This is an optimization exercise on Yosys and OpenROAD, whose aim is small area, not a production implementation. In this exercise RTL edits were held to simulation tests only and were not proved equivalent to the original. No activity file was given, so power comes from the tool's default toggle rates.

Setup of v31:
==> flow/design.v <==
`timescale 1ns/1ps
module conv_in_top (
	input  logic                        clk,
	input  logic                        rst_n,
	input  logic                        enable,
	input  logic [1:0]                  cmd,
	input  logic [32-1:0]  pixel_in,
	output logic [1:0]                  ack,
	output logic [8-1:0] rom_addr,
	output logic [(2 + 6 * 32)-1:0]        window
);
	localparam int PW = 32;
	localparam int NP = 3 * 8;
	localparam logic [1:0] M_IDLE = 2'd0;
	localparam logic [1:0] M_PRE = 2'd1;
	localparam logic [1:0] M_SHIFT = 2'd2;
	localparam logic [1:0] M_LOAD = 2'd3;
	logic [1:0] mode;
	logic [3:0] cnt;
	logic [2:0] row_ok;
	logic bias_q;
	logic [NP*PW-1:0] pix;
	logic idle;
	logic fetch;
	logic rotate;
	logic [2:0] show;
	assign idle = (mode == M_IDLE);
	assign fetch = (mode == M_PRE) || (mode == M_LOAD);
	assign rotate = (mode == M_SHIFT) && (cnt != 4'd0) && (cnt != 4'd9);
	always_ff @(posedge clk or negedge rst_n) begin
		if (!rst_n) begin
			mode <= M_IDLE;
			cnt <= '0;
			row_ok <= '0;
			bias_q <= 1'b0;
			ack <= 2'd0;
			rom_addr <= '0;
		end else if (enable) begin
			ack <= 2'd0;
			bias_q <= 1'b0;
			cnt <= cnt + 4'd1;
			case (mode)
				M_IDLE: begin
					cnt <= '0;
					case (cmd)
						2'd1: begin
							mode <= M_PRE;
							rom_addr <= '0;
							row_ok <= 3'b111;
						end
						2'd3: begin
							mode <= M_LOAD;
							row_ok <= {1'b1, row_ok[2:1]};
						end
						2'd2: mode <= M_SHIFT;
						default: ;
					endcase
				end
				M_PRE: begin
					rom_addr <= rom_addr + 1'b1;
					if (rom_addr == 8'd23) begin
						mode <= M_IDLE;
						ack <= 2'd1;
					end
				end
				M_LOAD: begin
					rom_addr <= rom_addr + 1'b1;
					if (cnt == 4'd7) begin
						mode <= M_IDLE;
						ack <= 2'd3;
					end
				end
				default: begin
					if (cnt == 4'd9) begin
						mode <= M_IDLE;
						ack <= 2'd2;
						bias_q <= 1'b1;
					end
				end
			endcase
		end
	end
	always_ff @(posedge clk) begin
		if (enable) begin
			for (int i = 0; i < NP; i++) begin
				if (i % 8 != 8 - 1) begin
					if (fetch || rotate) pix[i*PW +: PW] <= pix[(i+1)*PW +: PW];
				end else if (fetch) begin
					pix[i*PW +: PW] <= (i == NP - 1) ? pixel_in : pix[(i+1)*PW +: PW];
				end else if (rotate) begin
					pix[i*PW +: PW] <= pix[(i-8+1)*PW +: PW];
				end
			end
		end
	end
	assign show[0] = (mode == M_SHIFT) && (cnt >= 4'd1) && (cnt <= 4'd3) && row_ok[0];
	assign show[1] = (mode == M_SHIFT) && (cnt >= 4'd4) && (cnt <= 4'd6) && row_ok[1];
	assign show[2] = (mode == M_SHIFT) && (cnt >= 4'd7) && (cnt <= 4'd9) && row_ok[2];
	assign window[(2 + 6 * 32)-1] = (mode == M_SHIFT) && (cnt != 4'd0);
	assign window[(2 + 6 * 32)-2] = bias_q;
	for (genvar j = 0; j < 6; j++) begin : g_lane
		assign window[j*PW +: PW] = ({PW{bias_q}} & 32'h3F800000)
			| ({PW{show[0]}} & pix[(0*8 + j)*PW +: PW])
			| ({PW{show[1]}} & pix[(1*8 + (j + 5) % 8)*PW +: PW])
			| ({PW{show[2]}} & pix[(2*8 + (j + 2) % 8)*PW +: PW]);
	end
endmodule
export LEC_CHECK = 0
export CAP_MARGIN = 20
export CORE_MARGIN = 2
export CORE_UTILIZATION = 75
export SLEW_MARGIN = 20
create_clock -name core_clock -period 5.0 [get_ports {clk}]
standard.sh (not shown) runs the stock make flow with config.mk's settings and CLKGATE_MAP_FILE= SYNTH_SCRIPT=/design/flow/synth_recipe.tcl, a recipe that flattens the netlist after the stock synthesis.
==> flow/flow/run.sh <==
#!/bin/bash
# Standard ORFS layout with three changes: ABC maps for area only, the port
# buffers are the smallest buffer cell, and clock tree synthesis clusters
# more sinks per buffer and adds no dummy loads. The make output goes to
# flow_make.log here; each ORFS step keeps its own log under orfs/logs/.
set -euo pipefail
export FLOW_WORK=$PWD
export FLOW_ABC_SCRIPT=$PWD/flow/abc_min_area.script
bash standard.sh \
	"SYNTH_SCRIPT=$PWD/flow/synth_min_area.tcl" \
	"BUFFER_PORTS_ARGS=-buffer_cell sky130_fd_sc_hd__buf_1" \
	"CTS_ARGS=-sink_clustering_enable -repair_clock_nets -dont_use_dummy_load -buf_list sky130_fd_sc_hd__clkbuf_8 -sink_clustering_size 16 -sink_clustering_max_diameter 50" \
	finish > flow_make.log 2>&1
==> flow/flow/abc_min_area.script <==
strash
dch -f
amap
==> flow/flow/synth_min_area.tcl <==
# The standard synthesis (synth_recipe.tcl in the work folder), except that
# ABC maps the logic with flow/abc_min_area.script, an area-only mapping.
proc abc {args} {
  set i [lsearch -exact $args -script]
  if { $i >= 0 } {
    lset args [expr { $i + 1 }] $::env(FLOW_ABC_SCRIPT)
  }
  yosys abc {*}$args
}
source $::env(FLOW_WORK)/synth_recipe.tcl
Changes in v21 relative to v31:
diff --git a/flow/design.v b/flow/design.v
--- a/flow/design.v
+++ b/flow/design.v
@@ -20,4 +20,5 @@
 	logic [2:0] row_ok;
 	logic bias_q;
+	logic [1:0] nrows;
 	logic [NP*PW-1:0] pix;
 	logic idle;
@@ -26,4 +27,6 @@
 	logic [2:0] show;
 	assign idle = (mode == M_IDLE);
+	assign row_ok = {nrows != 2'd0, nrows[1], nrows == 2'd3};
+	assign bias_q = (ack == 2'd2);
 	assign fetch = (mode == M_PRE) || (mode == M_LOAD);
 	assign rotate = (mode == M_SHIFT) && (cnt != 4'd0) && (cnt != 4'd9);
@@ -32,11 +35,9 @@
 			mode <= M_IDLE;
 			cnt <= '0;
-			row_ok <= '0;
-			bias_q <= 1'b0;
+			nrows <= '0;
 			ack <= 2'd0;
 			rom_addr <= '0;
 		end else if (enable) begin
 			ack <= 2'd0;
-			bias_q <= 1'b0;
 			cnt <= cnt + 4'd1;
 			case (mode)
@@ -47,9 +48,9 @@
 							mode <= M_PRE;
 							rom_addr <= '0;
-							row_ok <= 3'b111;
+							nrows <= 2'd3;
 						end
 						2'd3: begin
 							mode <= M_LOAD;
-							row_ok <= {1'b1, row_ok[2:1]};
+							if (nrows != 2'd3) nrows <= nrows + 2'd1;
 						end
 						2'd2: mode <= M_SHIFT;
@@ -75,5 +76,4 @@
 						mode <= M_IDLE;
 						ack <= 2'd2;
-						bias_q <= 1'b1;
 					end
 				end
@@ -87,5 +87,7 @@
 					if (fetch || rotate) pix[i*PW +: PW] <= pix[(i+1)*PW +: PW];
 				end else if (fetch) begin
-					pix[i*PW +: PW] <= (i == NP - 1) ? pixel_in : pix[(i+1)*PW +: PW];
+					if (i == NP - 1) pix[i*PW +: PW] <= pixel_in;
+					else if (i == 2*8 - 1) pix[i*PW +: PW] <= ~pix[(i+1)*PW +: PW];
+					else pix[i*PW +: PW] <= pix[(i+1)*PW +: PW];
 				end else if (rotate) begin
 					pix[i*PW +: PW] <= pix[(i-8+1)*PW +: PW];
@@ -101,6 +103,6 @@
 	for (genvar j = 0; j < 6; j++) begin : g_lane
 		assign window[j*PW +: PW] = ({PW{bias_q}} & 32'h3F800000)
-			| ({PW{show[0]}} & pix[(0*8 + j)*PW +: PW])
-			| ({PW{show[1]}} & pix[(1*8 + (j + 5) % 8)*PW +: PW])
+			| ({PW{show[0]}} & ~pix[(0*8 + j)*PW +: PW])
+			| ({PW{show[1]}} & ~pix[(1*8 + (j + 5) % 8)*PW +: PW])
 			| ({PW{show[2]}} & pix[(2*8 + (j + 2) % 8)*PW +: PW]);
 	end
### Flow results
v31 → v21: layout cell share with drive strength beyond 1 has decreased; worst-case setup margin in the final layout went down; net count of the mapped netlist went up.
Relative to v31, the final cell area excluding filler cells of v21 is lower by 380 µm².
Wire length of the first global-routing pass in v21 vs v31: up about 1.4%
For v31, the last element of the critical path was window[162], unlike v21, where it was window[37].
The total area of sequential cells on v21 is in line with that on v31.
For the internal portion of total power, v21 came in 1.4 mW lower than v31 did.
From v31 to v21 the numbers moved as follows: power went down by 2.8 mW, starting density of the core went down by 0.33 points, highest clock frequency the design can meet went down by 21 MHz.

re-timing with driven ports:
How much do the figures lean on ideal ports? The routed layouts below were timed once more, with nothing changed but the port constraints. Step 1 assumes that a clkbuf_16 drives the clock port and a buf_2 every other input. Step 2 also shifts input and output timing later by t, the mid clock arrival at the registers, as if the neighbouring blocks saw the same clock. Slacks: ideal / step 1 / step 2; pairs: ideal / step 1.
| run | t (ns) | setup slack, ns | latest minus earliest clock arrival (ns) |
|---|---|---|---|
| v31 | 0.716 | 0.615 / 0.564 / 1.280 | 0.046 / 0.046 |
| v21 | 0.706 | 0.167 / 0.116 / 0.822 | 0.048 / 0.048 |
After both steps setup and hold are still met in every run listed.
